From an optimization exercise on the open Yosys and OpenROAD flow, aimed at small area, a short achievable clock period and few clock cycles per item; shortcuts taken in it are not production practice.
In this exercise RTL edits were held to simulation tests only and were not proved equivalent to the original.
Power and IR drop assume default switching activity.

## flow/design.v (module list and top-level ports; edited modules follow where they fit)
// module conv_top: 4038 lines
module conv_top (
  input  logic clk,
  input  logic rst_n,
  input  logic [15:0] ifmap_dat,
  input  logic ifmap_vld,
  output logic ifmap_rdy,
  input  logic [15:0] weights_dat,
  input  logic weights_vld,
  output logic weights_rdy,
  output logic [31:0] ofmap_dat,
  output logic ofmap_vld,
  input  logic ofmap_rdy
);
  // ...
==> flow/flow/run.sh <==
#!/bin/bash
# Standard layout with two changes:
#  - one netlist step between synthesis and floorplan: fa_polarity.py flips
#    full-adder cells (FA(~a,~b,~c) = ~FA(a,b,c)) so that fewer inverters sit
#    between them; registers and other cells are untouched;
#  - repair_timing aims for a setup slack margin of MARGIN ns (the clock and
#    all constraints stay the design's).
set -euo pipefail
MARGIN=5.1
WORK=$(pwd)
R=$WORK/orfs/results/$FLOW_PLATFORM/conv_top/base
sed "s/SETUP_SLACK_MARGIN=[0-9.]*/SETUP_SLACK_MARGIN=$MARGIN/" standard.sh > $WORK/flow_standard_margin.sh
grep -q "SETUP_SLACK_MARGIN=$MARGIN" $WORK/flow_standard_margin.sh
bash $WORK/flow_standard_margin.sh synth > $WORK/flow_synth.log 2>&1
cp $R/1_2_yosys.v $WORK/yosys_standard.v
python3 $WORK/flow/fa_polarity.py $WORK/yosys_standard.v $R/1_2_yosys.v > $WORK/fa_polarity.log 2>&1
rm -f $R/1_synth.odb $R/1_synth.sdc
bash $WORK/flow_standard_margin.sh finish > $WORK/flow_layout.log 2>&1
==> flow/flow/fa_polarity.py <==
#!/usr/bin/env python3
"""Choose the polarity of each full-adder cell in a mapped netlist so that
fewer inverters are needed, and rewrite the netlist.

A full adder is self-dual: FA(~a, ~b, ~c) = (~sum, ~carry). Synthesis leaves
inverters between adder cells wherever it picked the wrong polarity; this
flips adders (greedy local search) to remove them. Registers and all other
cells are untouched; the function of the netlist is unchanged.

usage: fa_polarity.py IN.v OUT.v
"""
import re
import sys
from collections import defaultdict

src = open(sys.argv[1]).read()

FA_RE = re.compile(r'sky130_fd_sc_hd__fa_\d+$')
INV_RE = re.compile(r'sky130_fd_sc_hd__(inv|clkinv)_\d+$')

# split module body into cell instances and other statements
m = re.search(r'(module\s+\w+\s*\(.*?\);)(.*)(endmodule)', src, re.S)
head, body, tail = src[:m.start(2)], m.group(2), src[m.end(2):]

cell_re = re.compile(r'^\s*(sky130_fd_sc_hd__\w+)\s+(\S+)\s*\((.*?)\);\s*$', re.S | re.M)
pin_re = re.compile(r'\.(\w+)\s*\(\s*(.*?)\s*\)\s*(?:,|$)', re.S)

cells = []   # [type, name, {pin: net}, span]
for cm in cell_re.finditer(body):
    pins = dict((p, n.strip()) for p, n in pin_re.findall(cm.group(3)))
    cells.append([cm.group(1), cm.group(2), pins, cm.span()])

OUTPINS = {'X', 'Y', 'Q', 'Q_N', 'SUM', 'COUT', 'HI', 'LO'}

# nets referenced outside cell instances (assigns, ports) are fixed
rest = cell_re.sub('', body)
fixed_nets = set()
for st in re.findall(r'^\s*assign\s+(.*?);', rest, re.M | re.S):
    for tok in re.findall(r'\\\S+|[A-Za-z_][\w$]*(?:\s*\[\d+(?::\d+)?\])?', st):
        fixed_nets.add(tok.strip())
out_ports = set(re.findall(r'^\s*output\s+(?:\[[^\]]*\]\s*)?(\w+)\s*;', body, re.M))
def is_port_net(net):
    b = re.sub(r'\s*\[.*$', '', net.lstrip('\\').strip())
    return b in out_ports

driver = {}
loads = defaultdict(list)  # net -> [(cell index, pin)]
for i, (t, n, pins, sp) in enumerate(cells):
    for p, net in pins.items():
        if p in OUTPINS:
            driver[net] = (i, p)
        else:
            loads[net].append((i, p))

# collapse inverters: a net driven by an inverter whose input is a plain net
def is_inv(i):
    return INV_RE.match(cells[i][0]) is not None

def base(net):
    """(root net, polarity) for a net, following inverters"""
    pol = 0
    seen = 0
    while net in driver and is_inv(driver[net][0]) and seen < 8:
        net = cells[driver[net][0]][2]['A']
        pol ^= 1
        seen += 1
    return net, pol

fas = [i for i, c in enumerate(cells) if FA_RE.match(c[0])]
fa_set = set(fas)

# inverters we may remove: all inverter cells (they are recreated as needed)
# but keep inverters whose output net is fixed (assign/port) or drives
# something we cannot re-point (we re-point any cell input pin).
removable_inv = set()
for i, c in enumerate(cells):
    if is_inv(i):
        y = c[2]['Y']
        if y in fixed_nets or is_port_net(y):
            continue
        removable_inv.add(i)

# consumers: every non-removable-inverter input pin, expressed on the root
# consumer entries: (cell idx, pin, root, need_pol)
cons = []
for i, (t, n, pins, sp) in enumerate(cells):
    if i in removable_inv:
        continue
    for p, net in pins.items():
        if p in OUTPINS:
            continue
        if net.startswith("1'b") or net in fixed_nets and net not in driver:
            # constant or port-like
            pass
        r, pol = base(net) if net not in fixed_nets else (net, 0)
        # if the path goes through a non-removable inverter, base() stops? handle
        cons.append((i, p, net, r, pol))

# root -> list of consumer indices
by_root = defaultdict(list)
for k, (i, p, net, r, pol) in enumerate(cons):
    by_root[r].append(k)

flip = defaultdict(int)  # fa cell idx -> 0/1

def root_flip(r):
    d = driver.get(r)
    if d and d[0] in fa_set:
        return flip[d[0]]
    return 0

def need(k):
    i, p, net, r, pol = cons[k]
    f = flip[i] if (i in fa_set and p in ('A', 'B', 'CIN')) else 0
    return pol ^ root_flip(r) ^ f

def root_cost(r):
    return 1 if any(need(k) for k in by_root[r]) else 0

# roots touched by each FA: its input roots and its output roots
fa_roots = {}
for i in fas:
    rs = set()
    for p in ('A', 'B', 'CIN'):
        net = cells[i][2][p]
        rs.add(base(net)[0] if net not in fixed_nets else net)
    for p in ('SUM', 'COUT'):
        rs.add(cells[i][2][p])
    fa_roots[i] = rs

total = sum(root_cost(r) for r in by_root)
sys.stderr.write("inverters before: %d cells, modelled %d\n" % (len(removable_inv), total))
def flippable(i):
    return all(not (cells[i][2][p] in fixed_nets or is_port_net(cells[i][2][p])) for p in ('SUM', 'COUT'))

for it in range(20):
    changed = 0
    for i in fas:
        if not flippable(i):
            continue
        rs = fa_roots[i]
        before = sum(root_cost(r) for r in rs)
        flip[i] ^= 1
        after = sum(root_cost(r) for r in rs)
        if after < before:
            changed += 1
            total += after - before
        else:
            flip[i] ^= 1
    if not changed:
        break
sys.stderr.write("after flips: modelled %d inverters, %d adders flipped\n" % (total, sum(flip.values())))

# ---- rewrite
# physical net of a root: FA outputs keep their net names (carrying the
# flipped value if flipped); a root needing inversion gets one new inverter
def esc(net):
    return net + ' ' if net.startswith('\\') else net

new_cells = []
inv_of = {}
cnt = [0]
def inv_net(r):
    if r not in inv_of:
        cnt[0] += 1
        nn = 'fapol_n%d' % cnt[0]
        inv_of[r] = nn
        new_cells.append('  sky130_fd_sc_hd__inv_1 fapol_i%d (\n    .A(%s),\n    .Y(%s)\n  );\n' % (cnt[0], esc(phys_root(r)), nn))
    return inv_of[r]

# flipped adders drive renamed nets (they carry the complement)
ren = {}
for i in fas:
    if flip[i]:
        for p in ('SUM', 'COUT'):
            cnt[0] += 1
            ren[cells[i][2][p]] = 'fapol_p%d' % cnt[0]

def phys_root(r):
    return ren.get(r, r)

newpins = defaultdict(dict)
for i in fas:
    if flip[i]:
        for p in ('SUM', 'COUT'):
            newpins[i][p] = ren[cells[i][2][p]]
for k, (i, p, net, r, pol) in enumerate(cons):
    nd = need(k)
    phys = inv_net(r) if nd else phys_root(r)
    if phys != net:
        newpins[i][p] = phys

out = []
pos = 0
wires = []
for i, (t, n, pins, sp) in enumerate(cells):
    out.append(body[pos:sp[0]])
    pos = sp[1]
    if i in removable_inv:
        continue
    pp = dict(pins)
    pp.update(newpins.get(i, {}))
    text = '  %s %s (\n%s\n  );' % (t, n, ',\n'.join('    .%s(%s)' % (a, esc(b)) for a, b in pp.items()))
    out.append(text)
out.append(body[pos:])
decl = ''.join('  wire %s;\n' % v for v in list(inv_of.values()) + list(ren.values()))
res = head + '\n' + decl + ''.join(out) + ''.join(new_cells) + tail
open(sys.argv[2], 'w').write(res)
sys.stderr.write("inverters after: %d\n" % len(inv_of))
==> flow/standard.sh <==
#!/bin/bash
# synth_recipe.tcl (not shown) runs the flow's synth.tcl, then flattens the netlist and writes it again
# the make line also repeats each setting of config.mk as NAME=value (left out here)
make -C /OpenROAD-flow-scripts/flow DESIGN_CONFIG=/design/flow/config.mk WORK_HOME=/design/flow/orfs CLKGATE_MAP_FILE= SYNTH_SCRIPT=/design/flow/synth_recipe.tcl "${@:-finish}"
==> flow/config.mk <==
export PLATFORM = sky130hd
export DESIGN_NAME = conv_top
export DESIGN_NICKNAME = conv_top
export VERILOG_FILES = /design/flow/design.v
export SDC_FILE = /design/flow/constraint.sdc
export NUM_CORES = 4
export LEC_CHECK = 0
export ABC_CLOCK_PERIOD_IN_PS = 2500
export CAP_MARGIN = 20
export CORE_MARGIN = 2
export CORE_UTILIZATION = 62
export CTS_CLUSTER_DIAMETER = 100
export CTS_CLUSTER_SIZE = 20
export SETUP_SLACK_MARGIN = 5
export SLEW_MARGIN = 20
==> flow/constraint.sdc <==
create_clock -name core_clock -period 8.0 [get_ports {clk}]
set_input_delay 1.6000 -clock core_clock [delete_from_list [all_inputs] [get_ports {clk}]]
set_output_delay 1.6000 -clock core_clock [all_outputs]
set_load 0.01 [all_outputs]
==> impl_metrics.ini, run 1 <==
[worst_setup_path]
reg2reg_to = st1[99]$_DFF_P_
crit_start = ifmap_rdy$_DFF_PN0_
path_delay_family = flip-flops
critPathKind = reg -> out
crit_end = ifmap_rdy
critPathBufInv = 2

[power]
top_power_group = combinational cells
ir_worst_vdd_uv = 275
p_sw_mw = 9.26
share_comb_of_total_power_pct = 48.6
seq_cell_power_mw = 8.65
power.density_nw_per_um2 = 379

[min_path]
hold_start = wr1_1[13]$_DFF_P_

[synthesis]
synth_cells = 4506

[status]
status = timing/DRC/antenna clean

[layout]
multi_input_area_share_pct = 45.0
multiInputCombCellCount = 2729
mostFrequentLayoutCells = dfxtp_1, fa_1, a22oi_1

[sta]
relSlewSlack_pct = 29.7
finalHoldViolations = 0
layout_min_cycle_time_ps = 2950

[global_routing]
grt_pass1_wl_um = 240000
grt_max_degree = 69

[clock_tree]
cts_hold_buf = 0
clkTransAtPathRegs_ps = 90
htreeDepth = 3
cts_sinks = 1100

[drt]
drc = 0
wl_met1_um = 61700
wl_per_cell_um = 28.4
Testbench counts, summed over its fixed seeds: cycles 4,280, jobs 128.
==> run 2, diff against run 1 <==
--- a/flow/flow/run.sh
+++ b/flow/flow/run.sh
@@ -8,3 +8,3 @@
 set -euo pipefail
-MARGIN=5.1
+MARGIN=5.2
 WORK=$(pwd)
==> impl_metrics.ini, run 2 <==
[clock_tree]
cts_hold_buf = 0
cts-root-buf = clkbuf_16
cts_sinks = 1100
htreeDepth = 3
cts_inserted_buffers = 66
cts_tree = built
clkTransAtPathRegs_ps = 90
cts.path.max_buffers = 3
clk_latency_ps = 700

[placement]
portBuffers = 71
numPlacedInstances = 5433
dpl_worst_slack_ps = 2990
hpwl_um = 113000
place.gp.congestion = 1.05
placedInstanceArea_sq_um = 56300

[layout]
stdcell_area_sq_um = 64700
area_growth_pct = 17.5
final_common_cell = dfxtp_1
mostFrequentLayoutCells = dfxtp_1, fa_1, nand2_1
nets = 5392
final_util_pct = 73.3
regMostFlops = st1
fillerInstances = 5803
top_regs = st1: 216 flops, st2: 63 flops
fin_cells = 5875
largest_reg_flops = 216
drive_gt1_share_pct = 22.4

[synthesis]
syn-num-nets = 5221
synth_area_sq_um = 55000
synth_cells = 4506
ys_warn_count = 1
syn_avg_cell_area_sq_um = 12.2

[min_path]
hold_start = ws2_2[4]$_DFF_P_
min_to = ws2_1[4]$_DFF_P_
holdPathStages = 0
hp-class = reg -> reg

[worst_setup_path]
reg2reg_to = st1[52]$_DFF_P_
r2r-start = h1[13]$_DFFE_PP_
ff2ff_path_depth = 8
cp-start-kind = register
crit_required_ps = 6400
critical_path_peak_fanout = 2
rrSetupSlack_ps = 5040
cp-end-kind = primary output
critPathKind = reg -> out
arrival_ps = 1390

[drt]
firstDrtPassIters = 8
ant_nets = 0
drt_iter0_markers = 4659
wirelength_um = 172000
wl_per_cell_um = 29.3
viasPerCell = 6.25
drc = 0
num_vias = 36700

[sta]
layout_setup_ws_ps = 5010
finClkSkew_ps = 65.6
finalHoldViolations = 0
slew_viol_final = 0
layout_min_cycle_time_ps = 2990
timing.final.crit_share_pct = 37.3
hold_ws_ps = 292
relSlewSlack_pct = 12.3
rsz0062_at_grt = yes
final.setup.tns_ps = 0
tightest_slew_ps = 1280
setup_viol = 0
fmax_ghz = 0.335

[die]
pin_count = 72
die_x_um = 302
coreArea_sq_um = 88200
start_util_pct = 62.4
die_h_um = 302
die_area_sq_um = 91200
num_rows = 109

[global_routing]
antenna_found_initial = 5
grt_pass1_wl_um = 243000
grt_max_degree = 66
grt.total_usage_pct = 36.9
grt_pass1_vias = 37000
grt_overflow = 0

[power]
power_frac_clock_pct = 14.2
share_comb_of_total_power_pct = 49.7
swShare_pct = 39.3
p_leak_nw = 24.8
power.density_nw_per_um2 = 371
ir_worst_vdd_uv = 288
finalPower_mw = 24.0
internal-power_mw = 14.6
p_sw_mw = 9.43
pwr-share-seq_pct = 36.1

[job]
max_cap_viol_count = 0

[status]
status = timing/DRC/antenna clean
## run 2: worst max-delay path, stage by stage, from the launching register on
cell	delay, ps
dfrtp_2	440
buf_12	140
buf_6	110
## run 2: timing repair
| action | CTS | global route |
|---|---|---|
| buffers inserted | 265 | 50 |
| gates cloned | 8 | 17 |
| setup endpoints to repair | 583 | 335 |
| pin swaps | 45 | 215 |
| gates resized for setup | 370 | 394 |
## run 2: power groups by stage
stage | clock, mW | sequential [mW] | combinational, mW
6_report | 3.41 | 8.67 | 11.9
5_1_grt | 3.68 | 8.82 | 13.4
4_1_cts | 3.47 | 8.65 | 11.5
3_5_place_dp | 0 | 8.75 | 11.3
3_3_place_gp | 0 | 8.70 | 11.0
2_1_floorplan | 0 | 8.40 | 7.72
## run 2: cell type report
cell class | count | area, sq um | area share [%]
repair buffers | 468 | 5600 | 8.66
flip-flops and latches | 1100 | 25100 | 38.8
multi-input cells | 2733 | 29400 | 45.4
inverters | 308 | 1240 | 1.91
well taps | 1165 | 1460 | 2.25
clock inverters | 11 | 205 | 0.317
diodes | 1 | 2.50 | 0.00387
clock buffers | 89 | 1740 | 2.69
## run 2: worst max-delay path by stage
stage | slack (ps) | start | to
after CTS | 5010 | ifmap_rdy$_DFF_PN0_ | ifmap_rdy
after floorplan | 3620 | ofmap_rdy | h0[0]$_DFFE_PP_
final | 5010 | ifmap_rdy$_DFF_PN0_ | ifmap_rdy
after global routing | 4980 | ifmap_rdy$_DFF_PN0_ | ifmap_rdy
after global placement | 3050 | ofmap_rdy | h0[2]$_DFFE_PP_
after detailed placement | 2990 | ofmap_rdy | wr2_3[6]$_DFF_P_
## run 2: per-layer routing
layer  vias to the layer above  share of wire [%]  wire (um)  global-route usage [%]
met2                      2671                 43      73700                    54.9
met4                         8                6.5      11200                    18.0
met5                         -              0.049         85                   0.518
met3                       824                 13      23000                    12.8
met1                     18100                 37      64000                    48.6
li1                      15200                  -          -                       -
==> run 3, diff against run 2 <==
--- a/flow/flow/run.sh
+++ b/flow/flow/run.sh
@@ -8,3 +8,3 @@
 set -euo pipefail
-MARGIN=5.2
+MARGIN=5.1
 WORK=$(pwd)
--- a/flow/config.mk
+++ b/flow/config.mk
@@ -11,4 +11,4 @@
 export CORE_UTILIZATION = 62
-export CTS_CLUSTER_DIAMETER = 100
-export CTS_CLUSTER_SIZE = 20
+export CTS_CLUSTER_DIAMETER = 90
+export CTS_CLUSTER_SIZE = 24
 export SETUP_SLACK_MARGIN = 5
==> impl_metrics.ini, run 3 <==
[clock_tree]
cts_hold_buf = 0
clk_latency_ps = 710
clkTransAtPathRegs_ps = 100
cts.path.max_buffers = 3
cts-root-buf = clkbuf_16
cts_inserted_buffers = 53
cts_sinks = 1100
cts_tree = built
htreeDepth = 2

[min_path]
hp-class = reg -> reg

[drt]
ant_nets = 0
wirelength_um = 165000
drc = 0
viasPerCell = 6.15
drt_iter0_markers = 4335
wl_per_cell_um = 28.4
num_vias = 35800
firstDrtPassIters = 8

[power]
power.density_nw_per_um2 = 373
finalPower_mw = 23.3
ir_worst_vdd_uv = 270
p_leak_nw = 24.0

[layout]
fin_cells = 5809
top_regs = st1: 216 flops, st2: 63 flops
drive_gt1_share_pct = 16.7
final_common_cell = dfxtp_1
mostFrequentLayoutCells = dfxtp_1, fa_1, a22oi_1
area_growth_pct = 13.4
nets = 5332
stdcell_area_sq_um = 62400
diodes = 0
largest_reg_flops = 216
regMostFlops = st1

[die]
num_rows = 109
die_x_um = 302
die_area_sq_um = 91200
coreArea_sq_um = 88200
start_util_pct = 62.4
pin_count = 72
die_h_um = 302

[worst_setup_path]
critPathKind = reg -> out
cp-start-kind = register
critPathBufInv = 2
critical_path_peak_fanout = 2
worstPathCellList = buf_12 -> buf_6
cp-end-kind = primary output
critPathMaxStageDelay_ps = 440
slowest_stage = dfrtp_1
rrSetupSlack_ps = 5060
arrival_ps = 1410
path_delay_family = flip-flops
crit_required_ps = 6400

[placement]
numPlacedInstances = 5432
portBuffers = 71
hpwl_um = 113000
placedInstanceArea_sq_um = 56300
place.gp.congestion = 1.03
dpl_worst_slack_ps = 3270

[sta]
slew_viol_final = 0
finalHoldViolations = 0
timing.final.crit_share_pct = 37.6
relSlewSlack_pct = 29.3
final.setup.tns_ps = 0
setup_viol = 0
finClkSkew_ps = 61.3
layout_setup_ws_ps = 4990
rsz0062_at_grt = yes
tightest_slew_ps = 1060
fmax_ghz = 0.333
layout_min_cycle_time_ps = 3010

[synthesis]
synth_cells = 4506
ys_warn_count = 1
syn-num-nets = 5221
synth_area_sq_um = 55000
syn_avg_cell_area_sq_um = 12.2

[global_routing]
grt_overflow = 0
grt_pass1_vias = 36100
antenna_found_initial = 6
grt_max_degree = 69
grt.total_usage_pct = 36.0
grt_pass1_wl_um = 237000

[status]
status = timing/DRC/antenna clean

[job]
max_cap_viol_count = 0
run 3: worst reg2reg max path, cell delays in order, from the launching register on:
cell and delay (ps):
dfxtp_1 320, ha_1 260, or3_4 420, o22a_2 270, a311oi_1 590, o31a_1 420, mux2_2 380, nor2_1 90
run 3: what timing repair did:
item | CTS | global route
setup buffers | 251 | 37
gates resized for setup | 257 | 183
cloned | 1 | 5
pin swaps | 11 | 86
setup endpoints to repair | 559 | 130
hold endpoints to repair | 0 | 0
run 3: per-stage QoR:
stage	util, %	hold WS (ps)
finish	70.7	308
floorplan	-	310
global placement	63.8	310
detailed placement	63.8	312
CTS	69.4	316
global route	70.7	324
run 3: layer usage:
layer	GRT usage [%]	up-vias	share of wire, %
li1	-	15000	-
met1	47.5	17500	38
met2	52.8	2464	42
met3	13.4	752	14
met4	17.6	2	6.6
met5	0	-	0.0079
run 3: where the power goes:
part           internal [mW]  switching (mW)
clock                   1.32            1.72
sequential              7.78           0.876
combinational           5.03            6.56
total                   14.1            9.15
run 3: final cells by class:
cell class / instances / area (sq um)
Sequential cell: 1100 / 25100
Timing Repair Buffer: 425 / 4710
Inverter: 308 / 1240
Clock buffer: 72 / 1420
Fill cell: 6240 / 25900
Clock inverter: 10 / 173
Tap cell: 1165 / 1460
Multi-Input combinational cell: 2729 / 28300
run 3: worst paths after layout:
kind	to	depth (start not counted)	startpoint
min in group asynchronous	lp_pix[1]$_DFFE_PN0P_	1	rst_n
hold / removal	ws3_2[3]$_DFF_P_	0	ws3_3[3]$_DFF_P_
hold reg to reg	ws3_2[3]$_DFF_P_	0	ws3_3[3]$_DFF_P_
setup / recovery	ifmap_rdy	2	ifmap_rdy$_DFF_PN0_
max in group asynchronous	q_rp$_DFFE_PN0P_	1	rst_n
setup reg to reg	ofmap_dat[25]$_DFFE_PN_	7	st2[2]$_DFF_P_

==> separate check: timing with driven ports <==
The results above use ideal ports. As a check the final layouts listed here were re-extracted and re-timed, cells and wires unchanged.
Step 1 assumes that a clkbuf_16 drives the clock port and a buf_2 every other input.
Step 2 times the ports against the registers' clock, not the clock port: input delays grow and output delays shrink by t, the midpoint of the rising clock arrivals with the driver on.
a / b / c = ideal / step 1 / step 2; a / b = the first two.
| run | shift t [ns] | slack for setup (ns) | worst setup path after step 2 | slew at the worst register clock pin (ns) | pins driven straight from the clock port |
|---|---|---|---|---|---|
| run 1 | 0.742 | 5.050 / 4.982 / 4.394 | input to register | 0.09 / 0.09 | 1 |
| run 2 | 0.739 | 5.014 / 4.941 / 4.375 | input to register | 0.09 / 0.09 | 1 |
| run 3 | 0.750 | 4.993 / 4.925 / 4.358 | input to register | 0.10 / 0.10 | 1 |
After both steps setup and hold are still met in every run listed. For run 1, which loses most, drivers alone change the setup slack by -0.068 ns; drivers and shift together by -0.656 ns.
